Context: an optimization exercise on an open-source flow, tuned for small area, a short achievable clock period and few clock cycles per item. The choices shown serve that exercise and are no tape-out recipe.
Only the layout flow was run in this run; the RTL was not checked for function there.
Power is estimated from default activity; no workload was simulated.

`flow/design.v`:
```
module dts_match (
    input  logic [31:0]  w,
    input  logic [3:0]   avail_ge,     
    input  logic [127:0] cfg_bytes,    
    input  logic [11:0]  leff,         
    output logic         match,
    output logic [1:0]   num,
    output logic [2:0]   len
);
    logic [3:0] m;
    always_comb begin
        for (int d = 0; d < 4; d++) begin
            m[d] = (leff[3*d +: 3] != 3'd0);
            for (int j = 0; j < 4; j++) begin
                if (leff[3*d +: 3] > 3'(j) &&
                    (!avail_ge[j] || w[8*j +: 8] != cfg_bytes[32*d + 8*j +: 8])) begin
                    m[d] = 1'b0;
                end
            end
        end
    end
    always_comb begin
        match = |m;
        num   = m[0] ? 2'd0 : m[1] ? 2'd1 : m[2] ? 2'd2 : 2'd3;
        len   = leff[3*num +: 3];
    end
endmodule
module delimiter_text_splitter_core (
    input  logic        aclk,
    input  logic        aresetn,
    input  logic        cfg_we,
    input  logic [2:0]  cfg_addr,
    input  logic [31:0] cfg_wdata,
    input  logic        s_tvalid,
    output logic        s_tready,
    input  logic [7:0]  s_tdata,    
    input  logic        s_tlast,
    output logic        m_tvalid,
    input  logic        m_tready,
    output logic [47:0] m_tdata,    
    output logic [3:0]  m_tuser,    
    output logic        m_tlast
);
    localparam logic [20:0] TOP = 21'h100000;
    logic [127:0] cfg_bytes;
    logic [11:0]  cfg_lens;
    logic [2:0]   cfg_count;
    logic [11:0]  leff;
    always_ff @(posedge aclk) begin
        if (!aresetn) begin
            cfg_bytes <= {32'h0000_202E, 32'h0000_0009, 32'h0000_000A, 32'h0000_0A0A};
            cfg_lens  <= 12'o2112;
            cfg_count <= 3'd3;
        end else if (cfg_we) begin
            case (cfg_addr)
                3'd0: cfg_bytes[31:0]   <= cfg_wdata;
                3'd1: cfg_bytes[63:32]  <= cfg_wdata;
                3'd2: cfg_bytes[95:64]  <= cfg_wdata;
                3'd3: cfg_bytes[127:96] <= cfg_wdata;
                3'd4: cfg_lens          <= cfg_wdata[11:0];
                3'd5: cfg_count         <= cfg_wdata[2:0];
                default: begin
                end
            endcase
        end
    end
    always_comb begin
        for (int d = 0; d < 4; d++) begin
            logic [2:0] c;
            c = cfg_lens[3*d +: 3];
            if (c > 3'd4) c = 3'd4;
            if (cfg_count <= 3'(d)) c = 3'd0;
            leff[3*d +: 3] = c;
        end
    end
    logic        rdy_q;                  
    logic        in_v, in_l;
    logic [7:0]  in_d;
    logic [23:0] rb;                     
    logic [2:0]  rv, rl;                 
    logic [20:0] pos;                    
    logic [1:0]  skip;
    logic [1:0]  hrun;                   
    logic        e_v;                    
    logic [20:0] e_end;
    logic        e_hit, e_tl, e_fin, e_dbl;
    logic [1:0]  e_num;
    logic        o_v;
    logic [19:0] o_off;
    logic [20:0] o_len;
    logic        o_hit, o_tl, o_fin, o_dbl, o_top;
    logic [1:0]  o_num;
    logic [19:0] nstart;
    logic        flush, adv, step;
    logic [3:0]  avail_ge;
    logic        match;
    logic [1:0]  mnum;
    logic [2:0]  mlen;
    logic        hit, produce;
    logic [2:0]  a;
    logic [20:0] q, t_end;
    logic        t_tl;
    assign flush = !in_v && (rv[2] ? rl[2] : rv[1] ? rl[1] : rv[0] && rl[0]);
    assign adv   = !e_v || !o_v;
    assign step  = adv && (in_v || flush);
    assign avail_ge = {!(rl[0] || rl[1] || rl[2]), !(rl[0] || rl[1]), !rl[0], 1'b1};
    assign a        = rl[0] ? 3'd1 : rl[1] ? 3'd2 : rl[2] ? 3'd3 : 3'd4;
    dts_match u_match (
        .w         ({in_d, rb}),
        .avail_ge  (avail_ge),
        .cfg_bytes (cfg_bytes),
        .leff      (leff),
        .match     (match),
        .num       (mnum),
        .len       (mlen)
    );
    assign hit     = rv[0] && skip == 2'd0 && match;
    assign produce = rv[0] && (match && skip == 2'd0 || rl[0]);
    always_comb begin
        q     = (pos > TOP - 21'(a)) ? TOP - 21'(a) : pos;
        t_end = q + 21'(hit ? mlen : 3'd1);
        t_tl  = (pos + 21'(a) > TOP);
    end
    always_ff @(posedge aclk) begin
        if (!aresetn) begin
            rv   <= '0;
            rl   <= '0;
            pos  <= '0;
            skip <= '0;
            hrun <= '0;
        end else if (step) begin
            rv <= {in_v, rv[2:1]};
            rl <= {in_v && in_l, rl[2:1]};
            if (rv[0] && !rl[0]) begin
                pos <= pos[20] ? pos : pos + 21'd1;
            end else begin
                pos <= '0;
            end
            if (rv[0]) begin
                if (skip != 2'd0) begin
                    skip <= skip - 2'd1;
                end else if (match) begin
                    skip <= 2'(mlen - 3'd1);
                end
            end
            if (!rv[0] || rl[0] || !hit) begin
                hrun <= '0;
            end else if (hrun != 2'd3) begin
                hrun <= hrun + 2'd1;
            end
        end
    end
    always_ff @(posedge aclk) begin
        if (step) begin
            rb <= {in_d, rb[23:8]};
        end
    end
    logic in_v_nx, e_v_nx, o_v_nx, e_move, m_acc;
    assign in_v_nx = rdy_q ? s_tvalid : (in_v && !step);
    always_ff @(posedge aclk) begin
        if (!aresetn) begin
            in_v  <= 1'b0;
            rdy_q <= 1'b1;
        end else begin
            in_v  <= in_v_nx;
            rdy_q <= !in_v_nx || !e_v_nx || !o_v_nx;
        end
    end
    always_ff @(posedge aclk) begin
        if (rdy_q) begin
            in_d <= s_tdata;
            in_l <= s_tlast;
        end
    end
    assign m_acc  = o_v && m_tready;
    assign e_move = e_v && (!o_v || (m_tready && !o_dbl));
    assign e_v_nx = (step && produce) || (e_v && !e_move);
    assign o_v_nx = e_move || (o_v && !(m_tready && !o_dbl));
    always_ff @(posedge aclk) begin
        if (!aresetn) begin
            e_v <= 1'b0;
        end else begin
            e_v <= e_v_nx;
        end
    end
    always_ff @(posedge aclk) begin
        if (step && produce) begin
            e_end <= t_end;
            e_hit <= hit;
            e_num <= hit ? mnum : 2'd0;
            e_tl  <= t_tl;
            e_fin <= rl[0] && !(hit && hrun != 2'd3);
            e_dbl <= rl[0] && hit && hrun != 2'd3;
        end
    end
    always_ff @(posedge aclk) begin
        if (!aresetn) begin
            o_v    <= 1'b0;
            o_dbl  <= 1'b0;
            nstart <= '0;
        end else begin
            o_v <= o_v_nx;
            if (e_move) begin
                o_off  <= nstart;
                o_len  <= (e_end > {1'b0, nstart}) ? e_end - {1'b0, nstart} : 21'd0;
                o_hit  <= e_hit;
                o_num  <= e_num;
                o_tl   <= e_tl;
                o_fin  <= e_fin;
                o_dbl  <= e_dbl;
                o_top  <= e_end[20];
                nstart <= e_fin ? 20'd0 : (e_end[20] ? 20'hFFFFF : e_end[19:0]);
            end else if (m_acc && o_dbl) begin
                o_off  <= nstart;
                o_len  <= {20'd0, o_top};
                o_hit  <= 1'b0;
                o_num  <= 2'd0;
                o_fin  <= 1'b1;
                o_dbl  <= 1'b0;
                nstart <= '0;
            end
        end
    end
    assign s_tready = rdy_q;
    assign m_tvalid = o_v;
    assign m_tdata  = {7'd0, o_len, o_off};
    assign m_tuser  = {o_tl, o_num, o_hit};
    assign m_tlast  = o_fin;
endmodule
```
`flow/run.sh`:
```
#!/bin/bash
# synth_recipe.tcl (not shown) runs the flow's synth.tcl, then flattens the netlist and writes it again
# the make line also repeats each setting of config.mk as NAME=value (left out here)
make -C /OpenROAD-flow-scripts/flow DESIGN_CONFIG=/design/flow/config.mk WORK_HOME=/design/flow/orfs CLKGATE_MAP_FILE= SYNTH_SCRIPT=/design/flow/synth_recipe.tcl finish
```
`flow/config.mk`:
```
export PLATFORM = sky130hd
export DESIGN_NAME = delimiter_text_splitter_core
export DESIGN_NICKNAME = delimiter_text_splitter_core
export VERILOG_FILES = /design/flow/design.v
export SDC_FILE = /design/flow/constraint.sdc
export NUM_CORES = 4
export LEC_CHECK = 0
export CAP_MARGIN = 20
export CORE_MARGIN = 2
export CORE_UTILIZATION = 25
export SLEW_MARGIN = 20
```
`flow/constraint.sdc`:
```
create_clock -name core_clock -period 16.0 [get_ports {aclk}]
set_input_delay 3.2000 -clock core_clock [delete_from_list [all_inputs] [get_ports {aclk}]]
set_output_delay 3.2000 -clock core_clock [all_outputs]
set_load 0.01 [all_outputs]
```
==> results.txt <==
## sequential cells by signal, summed over array words and instances, names as in the netlist, 8 cells and up
signal and cells:
cfg_lens 12, nstart 20, e_end 21, in_d 8, rb 24, pos 21, o_len 21, o_off 20
cfg_bytes 128
## logic make-up after synthesis
kind of cell             count (synthesis)  synth area share (%)
AO/OA/AOI/OAI                          330                  12.8
XOR/XNOR                               176                  10.1
other                                    1                0.0246
adder cells (fa/ha/maj)                 45                  3.84
flip-flops                             306                  47.2
multiplexers                            23                  1.53
AND/OR/NAND/NOR                        678                  20.1
buffers and inverters                  158                  4.39
## metrics by stage
stage | hold slack [ps] | utilization [%] | total power, mW | instance area [um^2]
final | 448 | 29.9 | 1.72 | 18000
after detailed placement | 435 | 28.0 | 0.933 | 16900
after global placement | 416 | 28.0 | 0.932 | 16900
after CTS | 452 | 29.9 | 1.74 | 18000
after floorplan | 400 | - | 0.894 | 15300
after global routing | 468 | 29.9 | 1.78 | 18000
## how the worst max path moves through the flow
stage	startpoint	endpoint	cells past startpoint
2_1_floorplan	aresetn	o_fin	4
3_3_place_gp	aresetn	o_fin	4
3_5_place_dp	aresetn	o_off[17]	4
4_1_cts	rl[0]	e_end[13]	22
5_1_grt	rl[0]	e_end[13]	22
6_report	rl[0]	e_end[20]	21
## synthesized netlist by cell type (6+ instances only)
cell	count	area, um^2
o21bai_1	6	45.0
nor2_1	83	312
clkbuf_1	76	285
mux2i_1	21	210
o211ai_1	8	60.1
a21o_1	14	105
buf_4	13	97.6
nor2b_1	14	87.6
or3_1	8	50.1
and2_1	8	50.1
a31oi_1	11	68.8
inv_1	56	210
and3_1	11	68.8
nor4_1	28	175
edfxtp_1	107	3210
buf_2	6	30.0
dfxtp_1	199	3980
a21oi_1	187	936
nand2_1	369	1390
a211oi_1	7	52.6
ha_1	42	526
nor3_1	50	250
xor2_1	115	1010
xnor2_1	61	534
nand4_1	23	144
o21ai_0	45	225
nand3_1	51	255
## final cells by class
type                       count  area [um^2]
multi-input combinational   1259         7410
clock inverter                12          150
fill                        6283        42200
inverter                      58          220
clock buffer                  51          987
tap                          782          978
sequential                   306         7200
timing repair buffer         110         1080
## report_power, final
group	total, mW	switching [mW]	internal [mW]	leakage, nW
combinational	0.0853	0.0519	0.0334	3.31
sequential	0.832	0.0172	0.815	2.51
clock	0.801	0.323	0.479	0.550
## metal layers
layer | share of wire, % | GRT usage, % | vias to the layer above | wire length, um
met4 | 2.3 | 3.93 | 0 | 936
met3 | 6.1 | 2.41 | 69 | 2460
met5 | 0 | 0 | - | 0
li1 | - | - | 5992 | -
met2 | 45 | 20.3 | 375 | 18100
met1 | 47 | 17.2 | 5724 | 18800
==> key figures <==
Layout
  • Fin cells: 2578
  • Share of layout cells above drive strength 1: 5.35%
  • Commonest non-fill, non-tap cell in the layout: nand2_1
  • Nets: 1864
  • Commonest cells after routing, fill and taps aside: nand2_1 (369), dfxtp_1 (199), a21oi_1 (187)
  • Diode count: 0
  • Area Overhead vs Synth: 18.3%

Floorplanning
  • Initial Util: 25.3%
  • Horiz. Die Dim: 251 um
  • Die ar.: 62900 um^2
  • Top Ports: 104
  • Num rows: 90
  • Core Footprint: 60200 um^2
  • Die height: 251 um

Flow run
  • Max Cap Viol: 0

Timing
  • Final Hold Vio Count: 0
  • Final Critical Period: 5370 ps
  • Max Slew Vio Count: 0
  • Worst setup slack after layout: 10630 ps
  • Fmax: 186 MHz
  • Fin crit share: 33.6%
  • Max_slew headroom: 25.1%
  • Worst slew pin tran: 1120 ps
  • Setup violators final: 0
  • Unrepaired setup endpoints after global routing: no
  • Clock Skew: 26.6 ps
  • Final TNS setup: 0 ps

Worst setup path
  • CP Max Fanout: 20
  • Slowest cell on crit path: dfxtp_1
  • CP bufs+invs: 1
  • Crit Path Class: register to register
  • R2R Setup Slk: 10630 ps
  • Startpoint types: register
  • R2r endpoint: e_end[20]
  • CP max stage delay: 780 ps
  • CP arrival: 5650 ps
  • Critical Path RT: 16270 ps
  • Delay-heaviest family, CP: compound AO/OA/AOI/OAI gates
  • R2R cell count: 21
  • R2r startpoint: rl[0]
  • Cells along the critical path: a21o_1 > inv_1 > ha_1 > ha_1 > ha_1 > a21oi_1 > o21bai_1 > a31oi_1 > a21oi_1 > o21bai_1 > a21oi_1 > o21ai_2 > mux2i_1 > ha_1 > fa_1 > a21oi_1 > nor2_1 > nand4_1 > nor2_1 > xor2_1 > mux2_1
  • Crit end category: register

CTS
  • Root Driver: clkbuf_16
  • Number of hold buffers added after cts: 0
  • Clock-pin slew on the worst setup and hold paths: 60 ps
  • Postcts setup bufs: 0
  • Clk latency of the worst-skew pair: 550 ps
  • CTS max path bufs: 3
  • Post-CTS resize count: 0
  • CTS tree: built
  • H-tree depth: 2
  • TritonCTS Buffers: 35
  • CTS sink count: 306

Route
  • Wire length per cell: 15.6 um
  • Via count: 12.2k
  • Routed Antenna Nets: 0
  • Vias per cell: 4.72
  • Routed wire length: 40300 um
  • Pre-antenna DRT Iters: 7
  • Residual DRC count: 0
  • Initial drt markers: 906

Logic synthesis
  • Most used flip-flop cell after synthesis: dfxtp_1
  • Synth Cell Area: 15200 um^2
  • Netlist cell types: 76
  • Mapped Cells: 1717
  • Flops & latches, synth: 306
  • YS warnings: 2
  • Post-synth EDFFs: 107
  • Mean Syn Cell Area: 8.87 um^2
  • Part of the Yosys area used for sequential elements: 47.2%
  • Async SR Flop Fraction: 0%

Hold path
  • Hold Crit Start: e_tl
  • WHS Path Cells: 0
  • Type of the most critical hold path: register to register
  • Hold Path Sink: o_tl

Placed design
  • Number of I/O port buffers: 96
  • Pre-CTS setup slack: 10050 ps
  • Routability congestion estimate: 0.866
  • Inst Count DP: 2514
  • Post-DP HPWL: 28700 um

Status
  • Run status: complete, no violations

Global route
  • First-pass GRT wire length: 64200 um
  • Number of global-route vias before repair: 11.8k
  • Congestion Overflow GR: 0
  • Gr usage total: 12.6%
  • Initial antenna violation count: 0
  • Largest net degree at the start of global routing: 90

Pwr
  • Pwr Density: 95.3 nW/um^2
  • VDD IR-drop max: 54.4 uV
  • Reported leakage power: 6.37 nW

afterwards: timing with drivers on the ports:
In the flow no input, the clock included, has a driving cell. The finished layout below was timed again as built, in two steps.
Step 1 assumes that a clkbuf_16 drives the clock port and a buf_2 every other input.
Step 2, shift: input delay + t, output delay - t, t = (earliest + latest rising clock arrival at the registers) / 2. This alone moves slack from input paths to output paths.
Three values: ideal ports, drivers, drivers and shift; two values: the first two.
t (ns): 0.585
setup WS [ns]: 10.625 / 10.625 / 10.237
worst setup path after step 2: input to register
After both steps this run still meets setup and hold. The setup slack of this run moves by 0.000 ns with the drivers and by -0.388 ns with both steps.
